From an optimization exercise on the open Yosys and OpenROAD flow, aimed at small area; shortcuts taken in it are not production practice. Function was checked by simulation only, so behaviour that the tests miss may differ from the original. Power figures rest on the tool's default switching activity, not on a simulated workload.

Setup of garnet:
Design rename_unit, start of the top module:
module rename_unit #(
	parameter int NUM_ARCH_REGS    = 32,
	parameter int NUM_PHYS_REGS    = 64,
	parameter int INSTR_QUEUE_SIZE = 16
) (
	input  logic                             clk,
	input  logic                             rst_n,
	input  logic                             dec_valid,
	output logic                             dec_ready,
	input  rename_pkg::alu_op_e                          dec_alu_op,
	input  rename_pkg::mem_action_e                      dec_mem_action,
	input  logic [rename_pkg::IMM_WIDTH-1:0]             dec_immediate,
	input  logic                             uses_rs,
	input  logic [$clog2(NUM_ARCH_REGS)-1:0] rs_addr,
	input  logic                             uses_rt,
	input  logic [$clog2(NUM_ARCH_REGS)-1:0] rt_addr,
	input  logic                             uses_rw,
	input  logic [$clog2(NUM_ARCH_REGS)-1:0] rw_addr,
	output logic                             iq_valid,
	input  logic                             iq_ready,
	output rename_pkg::alu_op_e                          iq_alu_op,
	output rename_pkg::mem_action_e                      iq_mem_action,
	output logic [rename_pkg::IMM_WIDTH-1:0]             iq_immediate,
	output logic [$clog2(NUM_PHYS_REGS)-1:0] iq_rs_phys,
	output logic [$clog2(NUM_PHYS_REGS)-1:0] iq_rt_phys,
	output logic [$clog2(NUM_PHYS_REGS)-1:0] iq_rd_phys,
	output logic [$clog2(NUM_PHYS_REGS)-1:0] iq_old_rd_phys,
	output logic                             iq_has_rd
);
Size in the first run: roughly 3600 cells after synthesis, ~1300 flip-flops, ~130 I/O pins, about 53000 µm² of cells after synthesis.
==> flow/config.mk <==
export PLATFORM = sky130hd
export DESIGN_NAME = rename_unit
export DESIGN_NICKNAME = rename_unit
export VERILOG_FILES = /design/flow/design.v
export SDC_FILE = /design/flow/constraint.sdc
export NUM_CORES = 4
export LEC_CHECK = 0
export CAP_MARGIN = 20
export CORE_MARGIN = 2
export CORE_UTILIZATION = 62
export CTS_CLUSTER_DIAMETER = 100
export CTS_CLUSTER_SIZE = 24
export SLEW_MARGIN = 20
==> flow/constraint.sdc <==
create_clock -name core_clock -period 4.5 [get_ports {clk}]
set_input_delay 0.9000 -clock core_clock [delete_from_list [all_inputs] [get_ports {clk}]]
set_output_delay 0.9000 -clock core_clock [all_outputs]
set_load 0.01 [all_outputs]
standard.sh (not shown) runs the stock make flow with config.mk's settings and CLKGATE_MAP_FILE= SYNTH_SCRIPT=/design/flow/synth_recipe.tcl, a recipe that flattens the netlist after the stock synthesis.
==> flow/flow/run.sh <==
#!/bin/bash
# The standard layout, with two changes: clock tree synthesis inserts no dummy loads, and the
# port buffers are the smallest plain buffer. Each tool's output is logged by ORFS under
# orfs/logs; the make output goes to standard.log here.
set -uo pipefail
bash standard.sh \
  "CTS_ARGS=-sink_clustering_enable -repair_clock_nets -sink_clustering_size 24 -sink_clustering_max_diameter 100 -dont_use_dummy_load" \
  "BUFFER_PORTS_ARGS=-buffer_cell sky130_fd_sc_hd__buf_1" \
  "RECOVER_POWER=100" \
  "POST_GLOBAL_ROUTE_TCL=$(pwd)/flow/post_grt.tcl" \
  finish > standard.log 2>&1
status=$?
mkdir -p tool_logs
cp -r orfs/logs/. tool_logs/ 2>/dev/null || true
exit $status
==> flow/flow/post_grt.tcl <==
# After power recovery has downsized gates, repair any max-slew and max-capacitance
# violations it left, then legalize and reroute the nets it touched.
global_route -start_incremental
repair_design -slew_margin 20 -cap_margin 20 -verbose
detailed_placement
global_route -end_incremental
estimate_parasitics -global_routing
Relative to garnet, the following input files were edited for fjord:
# garnet
export LEC_CHECK = 0
export CAP_MARGIN = 20
export CORE_MARGIN = 2
export CORE_UTILIZATION = 62
export CTS_CLUSTER_DIAMETER = 100
export CTS_CLUSTER_SIZE = 24
export SLEW_MARGIN = 20
create_clock -name core_clock -period 4.5 [get_ports {clk}]
# fjord
export LEC_CHECK = 0
export CAP_MARGIN = 20
export CORE_MARGIN = 2
export CORE_UTILIZATION = 56
export CTS_CLUSTER_DIAMETER = 100
export CTS_CLUSTER_SIZE = 28
export SETUP_SLACK_MARGIN = 0.3
export SLEW_MARGIN = 20
create_clock -name core_clock -period 4.5 [get_ports {clk}]
==> flow/flow/run.sh <==
#!/bin/bash
# The standard layout, with these changes:
# - synthesis maps the logic with a lighter ABC script (flow/abc_light.script: one delay-aware
#   mapping pass and one resynthesis pass, without the repeated SOP balancing of ORFS's speed
#   script); it runs ORFS's own synthesis scripts otherwise, so the registers are the same;
# - clock tree synthesis inserts no dummy loads;
# - the port buffers are the smallest plain buffer.
# Each tool's output is logged by ORFS under orfs/logs (copied to tool_logs/); the make output
# goes to standard.log here.
set -uo pipefail
here=$(pwd)
rm -rf "$here/orfs_scripts"
cp -r "$FLOW_HOME/scripts" "$here/orfs_scripts"
cp "$here/flow/abc_light.script" "$here/orfs_scripts/abc_speed.script"
bash standard.sh \
  "SCRIPTS_DIR=$here/orfs_scripts" \
  "CTS_ARGS=-sink_clustering_enable -repair_clock_nets -sink_clustering_size 28 -sink_clustering_max_diameter 100 -dont_use_dummy_load" \
  "BUFFER_PORTS_ARGS=-buffer_cell sky130_fd_sc_hd__buf_1" \
  finish > standard.log 2>&1
status=$?
mkdir -p tool_logs
cp -r orfs/logs/. tool_logs/ 2>/dev/null || true
exit $status
==> flow/flow/abc_light.script (new file) <==
&get -n
&st
&dch
&nf
&st
&syn2
&dch
&nf
&put
removed: flow/flow/post_grt.tcl
### Flow results
Net count after synthesis (fjord over garnet): decrease, 453
When fjord is measured against garnet, its switching share of power turns out 1.1 points higher.
Compared with garnet, fjord is the more power-hungry design.
fjord vs garnet: ratio of final minimum period to clock period down in fjord
Delta (fjord minus garnet): worst setup slack climbed 0.022 ns, area growth from synthesis to final layout climbed 3.2 points.
fjord | status: complete | timing, DRC, antenna: pass

========
Setup of willow:
rename_unit again, from the RTL that the note above started with.
## rename_unit
module rename_unit #(
	parameter int NUM_ARCH_REGS    = 32,
	parameter int NUM_PHYS_REGS    = 64,
	parameter int INSTR_QUEUE_SIZE = 16
) (
	input  logic                             clk,
	input  logic                             rst_n,
	input  logic                             dec_valid,
	output logic                             dec_ready,
	input  rename_pkg::alu_op_e                          dec_alu_op,
	input  rename_pkg::mem_action_e                      dec_mem_action,
	input  logic [rename_pkg::IMM_WIDTH-1:0]             dec_immediate,
	input  logic                             uses_rs,
	input  logic [$clog2(NUM_ARCH_REGS)-1:0] rs_addr,
	input  logic                             uses_rt,
	input  logic [$clog2(NUM_ARCH_REGS)-1:0] rt_addr,
	input  logic                             uses_rw,
	input  logic [$clog2(NUM_ARCH_REGS)-1:0] rw_addr,
	output logic                             iq_valid,
	input  logic                             iq_ready,
	output rename_pkg::alu_op_e                          iq_alu_op,
	output rename_pkg::mem_action_e                      iq_mem_action,
	output logic [rename_pkg::IMM_WIDTH-1:0]             iq_immediate,
	output logic [$clog2(NUM_PHYS_REGS)-1:0] iq_rs_phys,
	output logic [$clog2(NUM_PHYS_REGS)-1:0] iq_rt_phys,
	output logic [$clog2(NUM_PHYS_REGS)-1:0] iq_rd_phys,
	output logic [$clog2(NUM_PHYS_REGS)-1:0] iq_old_rd_phys,
	output logic                             iq_has_rd
);
Settings: LEC_CHECK=0, CAP_MARGIN=20, CORE_MARGIN=2, CORE_UTILIZATION=55, CTS_CLUSTER_DIAMETER=100, CTS_CLUSTER_SIZE=24, SLEW_MARGIN=20; clock period 4.5 ns.
==> flow/flow/run.sh <==
#!/bin/bash
# The standard layout, with two changes: clock tree synthesis inserts no dummy loads, and the
# port buffers are the smallest plain buffer. Each tool's output is logged by ORFS under
# orfs/logs; the make output goes to standard.log here.
set -uo pipefail
bash standard.sh \
  "CTS_ARGS=-sink_clustering_enable -repair_clock_nets -sink_clustering_size 24 -sink_clustering_max_diameter 100 -dont_use_dummy_load" \
  "BUFFER_PORTS_ARGS=-buffer_cell sky130_fd_sc_hd__buf_1" \
  finish > standard.log 2>&1
status=$?
mkdir -p tool_logs
cp -r orfs/logs/. tool_logs/ 2>/dev/null || true
exit $status
Relative to willow, the following input files were edited for juniper:
# willow
export LEC_CHECK = 0
export CAP_MARGIN = 20
export CORE_MARGIN = 2
export CORE_UTILIZATION = 55
export CTS_CLUSTER_DIAMETER = 100
export CTS_CLUSTER_SIZE = 24
export SLEW_MARGIN = 20
create_clock -name core_clock -period 4.5 [get_ports {clk}]
# juniper
export LEC_CHECK = 0
export CAP_MARGIN = 20
export CORE_MARGIN = 2
export CORE_UTILIZATION = 62
export CTS_CLUSTER_DIAMETER = 100
export CTS_CLUSTER_SIZE = 28
export SLEW_MARGIN = 20
create_clock -name core_clock -period 4.5 [get_ports {clk}]
--- a/flow/flow/run.sh
+++ b/flow/flow/run.sh
@@ -7 +7 @@
-  "CTS_ARGS=-sink_clustering_enable -repair_clock_nets -sink_clustering_size 24 -sink_clustering_max_diameter 100 -dont_use_dummy_load" \
+  "CTS_ARGS=-sink_clustering_enable -repair_clock_nets -sink_clustering_size 28 -sink_clustering_max_diameter 100 -dont_use_dummy_load" \
@@ -8,0 +9,2 @@
+  "RECOVER_POWER=100" \
+  "POST_GLOBAL_ROUTE_TCL=$(pwd)/flow/post_grt.tcl" \
==> flow/flow/post_grt.tcl (new file) <==
# After power recovery has downsized gates, repair any max-slew and max-capacitance
# violations it left, then legalize and reroute the nets it touched.
global_route -start_incremental
repair_design -slew_margin 20 -cap_margin 20 -verbose
detailed_placement
global_route -end_incremental
estimate_parasitics -global_routing
==> comparison <==
juniper reports a lower maximum achievable frequency than willow does.
On juniper: depth of the critical timing path with buffers and inverters included is 3 higher than what willow gave.
Global placer's final weighted congestion in juniper is 2.2% higher than in willow
Summary: area of the placeable core, juniper better than willow
Global routing usage summed across all routing layers delta for juniper relative to willow: 3.3 points higher
Measured against each other, juniper and willow differ in sequential share of layout area, the higher figure coming from juniper.
Looking at vertical extent of the die, juniper sits below willow.
Of juniper and willow, willow shows the higher worst supply voltage drop on vdd, with juniper below it.
Relative to willow, the post-route cell area measured on juniper has decreased slightly.
juniper vs willow, peak fanout along the critical path went down by 26.
iq_rd_phys[5] as the end of the critical path was reported by juniper, and iq_rt_phys[3] by willow.
For clock-pin slew on the worst setup and hold paths, juniper and willow come out practically identical.
Changes in amber relative to juniper:
# juniper
export LEC_CHECK = 0
export CAP_MARGIN = 20
export CORE_MARGIN = 2
export CORE_UTILIZATION = 62
export CTS_CLUSTER_DIAMETER = 100
export CTS_CLUSTER_SIZE = 28
export SLEW_MARGIN = 20
create_clock -name core_clock -period 4.5 [get_ports {clk}]
# amber
export LEC_CHECK = 0
export CAP_MARGIN = 20
export CORE_MARGIN = 2
export CORE_UTILIZATION = 62
export CTS_CLUSTER_DIAMETER = 100
export CTS_CLUSTER_SIZE = 24
export SLEW_MARGIN = 20
create_clock -name core_clock -period 4.5 [get_ports {clk}]
--- a/flow/flow/run.sh
+++ b/flow/flow/run.sh
@@ -7 +7 @@
-  "CTS_ARGS=-sink_clustering_enable -repair_clock_nets -sink_clustering_size 28 -sink_clustering_max_diameter 100 -dont_use_dummy_load" \
+  "CTS_ARGS=-sink_clustering_enable -repair_clock_nets -sink_clustering_size 24 -sink_clustering_max_diameter 100 -dont_use_dummy_load" \
@@ -9,2 +8,0 @@
-  "RECOVER_POWER=100" \
-  "POST_GLOBAL_ROUTE_TCL=$(pwd)/flow/post_grt.tcl" \
removed: flow/flow/post_grt.tcl
==> comparison <==
- amber against juniper; final design area excluding fillers is up slightly.
- Between juniper and amber, the flow reports count of clock-buffer cells in the layout increasing by more than 10%.
- Going from juniper to amber, wire length reported by the detailed router grows by 1.1 mm.
- When amber is measured against juniper, its total power turns out 0.53 mW higher.
- amber — final critical path time including I/O delays and setup 0.055 ns higher, juniper as reference
- juniper → amber: number of iterations in the first detailed-routing pass went down; number of global-route vias before repair higher.
- Comparing the two runs side by side, amber comes out behind juniper on setup slack.
- Taking juniper as the reference, in amber antenna cell count fell by 3; wire length of the first global-routing pass rose by 0.90%; headroom to the max-slew limit rose by 2.8 points.
## Diff of input files: xenon against amber
--- a/flow/flow/run.sh
+++ b/flow/flow/run.sh
@@ -8,0 +9 @@
+  "RECOVER_POWER=100" \
[summary]
Looking at signed area change from the synthesized netlist to the final layout, xenon sits 1.0 points below amber.
primary input to asynchronous set/reset pin as the class of the tightest hold or removal check was reported by amber, and flip-flop to flip-flop by xenon.
What the final checks of xenon revealed, after a flow that finished every stage, was a layout that fails on capacitance limit, slew limit.
Of xenon and amber, the lower power share of the combinational group belongs to xenon.
Compared with amber, length of routed met3 wiring in xenon decreased by a few percent.
Diff amber -> xenon: combinational gate power lower; count of cells along the worst register-to-register path lower; starting utilization of the core area roughly the same; cell count roughly the same; core footprint roughly the same.
> inputs changed (xenon -> cedar)
# xenon
export LEC_CHECK = 0
export CAP_MARGIN = 20
export CORE_MARGIN = 2
export CORE_UTILIZATION = 62
export CTS_CLUSTER_DIAMETER = 100
export CTS_CLUSTER_SIZE = 24
export SLEW_MARGIN = 20
create_clock -name core_clock -period 4.5 [get_ports {clk}]
# cedar
export LEC_CHECK = 0
export CAP_MARGIN = 20
export CORE_MARGIN = 2
export CORE_UTILIZATION = 56
export CTS_CLUSTER_DIAMETER = 100
export CTS_CLUSTER_SIZE = 28
export SLEW_MARGIN = 20
create_clock -name core_clock -period 4.5 [get_ports {clk}]
==> flow/flow/run.sh <==
#!/bin/bash
# The standard layout, with these changes:
# - synthesis maps the logic with a lighter ABC script (flow/abc_light.script: one delay-aware
#   mapping pass and one resynthesis pass, without the repeated SOP balancing of ORFS's speed
#   script); it runs ORFS's own synthesis scripts otherwise, so the registers are the same;
# - clock tree synthesis inserts no dummy loads;
# - the port buffers are the smallest plain buffer.
# Each tool's output is logged by ORFS under orfs/logs (copied to tool_logs/); the make output
# goes to standard.log here.
set -uo pipefail
here=$(pwd)
rm -rf "$here/orfs_scripts"
cp -r "$FLOW_HOME/scripts" "$here/orfs_scripts"
cp "$here/flow/abc_light.script" "$here/orfs_scripts/abc_speed.script"
bash standard.sh \
  "SCRIPTS_DIR=$here/orfs_scripts" \
  "CTS_ARGS=-sink_clustering_enable -repair_clock_nets -sink_clustering_size 28 -sink_clustering_max_diameter 100 -dont_use_dummy_load" \
  "BUFFER_PORTS_ARGS=-buffer_cell sky130_fd_sc_hd__buf_1" \
  finish > standard.log 2>&1
status=$?
mkdir -p tool_logs
cp -r orfs/logs/. tool_logs/ 2>/dev/null || true
exit $status
==> flow/flow/abc_light.script (new file) <==
&get -n
&st
&dch
&nf
&st
&syn2
&dch
&nf
&put
==> results.txt <==
- Of xenon and cedar, the lower area after synthesis belongs to cedar.
- Diff xenon and cedar: source-to-sink clock delay at the later pin of the worst-skew pair higher in cedar
- cedar: full flow OK, the timing, design-rule and antenna checks passed
- Relative to xenon, the final design instance area without fill measured on cedar has decreased slightly.
- The combinational power of cedar falls short of that of xenon by about 3%.
- Against xenon, cedar comes in 2.8% lower on static leakage.
- In cedar, the worst hold slack came out 0.087 ns below the value in xenon.
- Comparing xenon and cedar, routed wire length is lower on xenon.
- The non-clock buffering overhead in the final layout number comes out lower for xenon vs cedar.
- cedar vs xenon — final cell count dropped by a few percent
- Internal power component went down slightly going from xenon to cedar.

separate check: timing with driven ports:
How much do the figures lean on ideal ports? The routed layouts below were timed once more, with nothing changed but the port constraints.
Step 1: set_driving_cell puts a clkbuf_16 on clk and a buf_2 on each other input, an assumption about the parent block.
Step 2 times the ports against the registers' clock, not the clock port: input delays grow and output delays shrink by t, the midpoint of the rising clock arrivals with the driver on.
a / b / c = ideal ports / drivers / drivers and shift; a / b = the first two.
run	t, ns	slack for setup (ns)	hold WS [ns]	worst data-port slew with drivers (ns)	cell pins on the clock port's net
garnet	0.726	0.277 / 0.207 / -0.255	0.083 / 0.038 / 0.421	0.09	1
fjord	0.746	0.299 / 0.224 / -0.174	0.093 / 0.042 / 0.360	0.07	1
willow	0.718	0.400 / 0.325 / 0.230	0.335 / 0.284 / 0.414	0.10	1
juniper	0.731	0.298 / 0.227 / -0.226	0.088 / 0.043 / 0.423	0.08	1
amber	0.731	0.243 / 0.172 / 0.023	0.226 / 0.180 / 0.421	0.11	1
xenon	0.729	0.157 / 0.189 / -0.531	0.419 / 0.419 / 0.419	0.10	1
cedar	0.744	0.131 / 0.062 / -0.459	0.332 / 0.287 / 0.411	0.08	1
For xenon, which loses most, drivers alone change the setup slack by +0.032 ns; drivers and shift together by -0.688 ns.
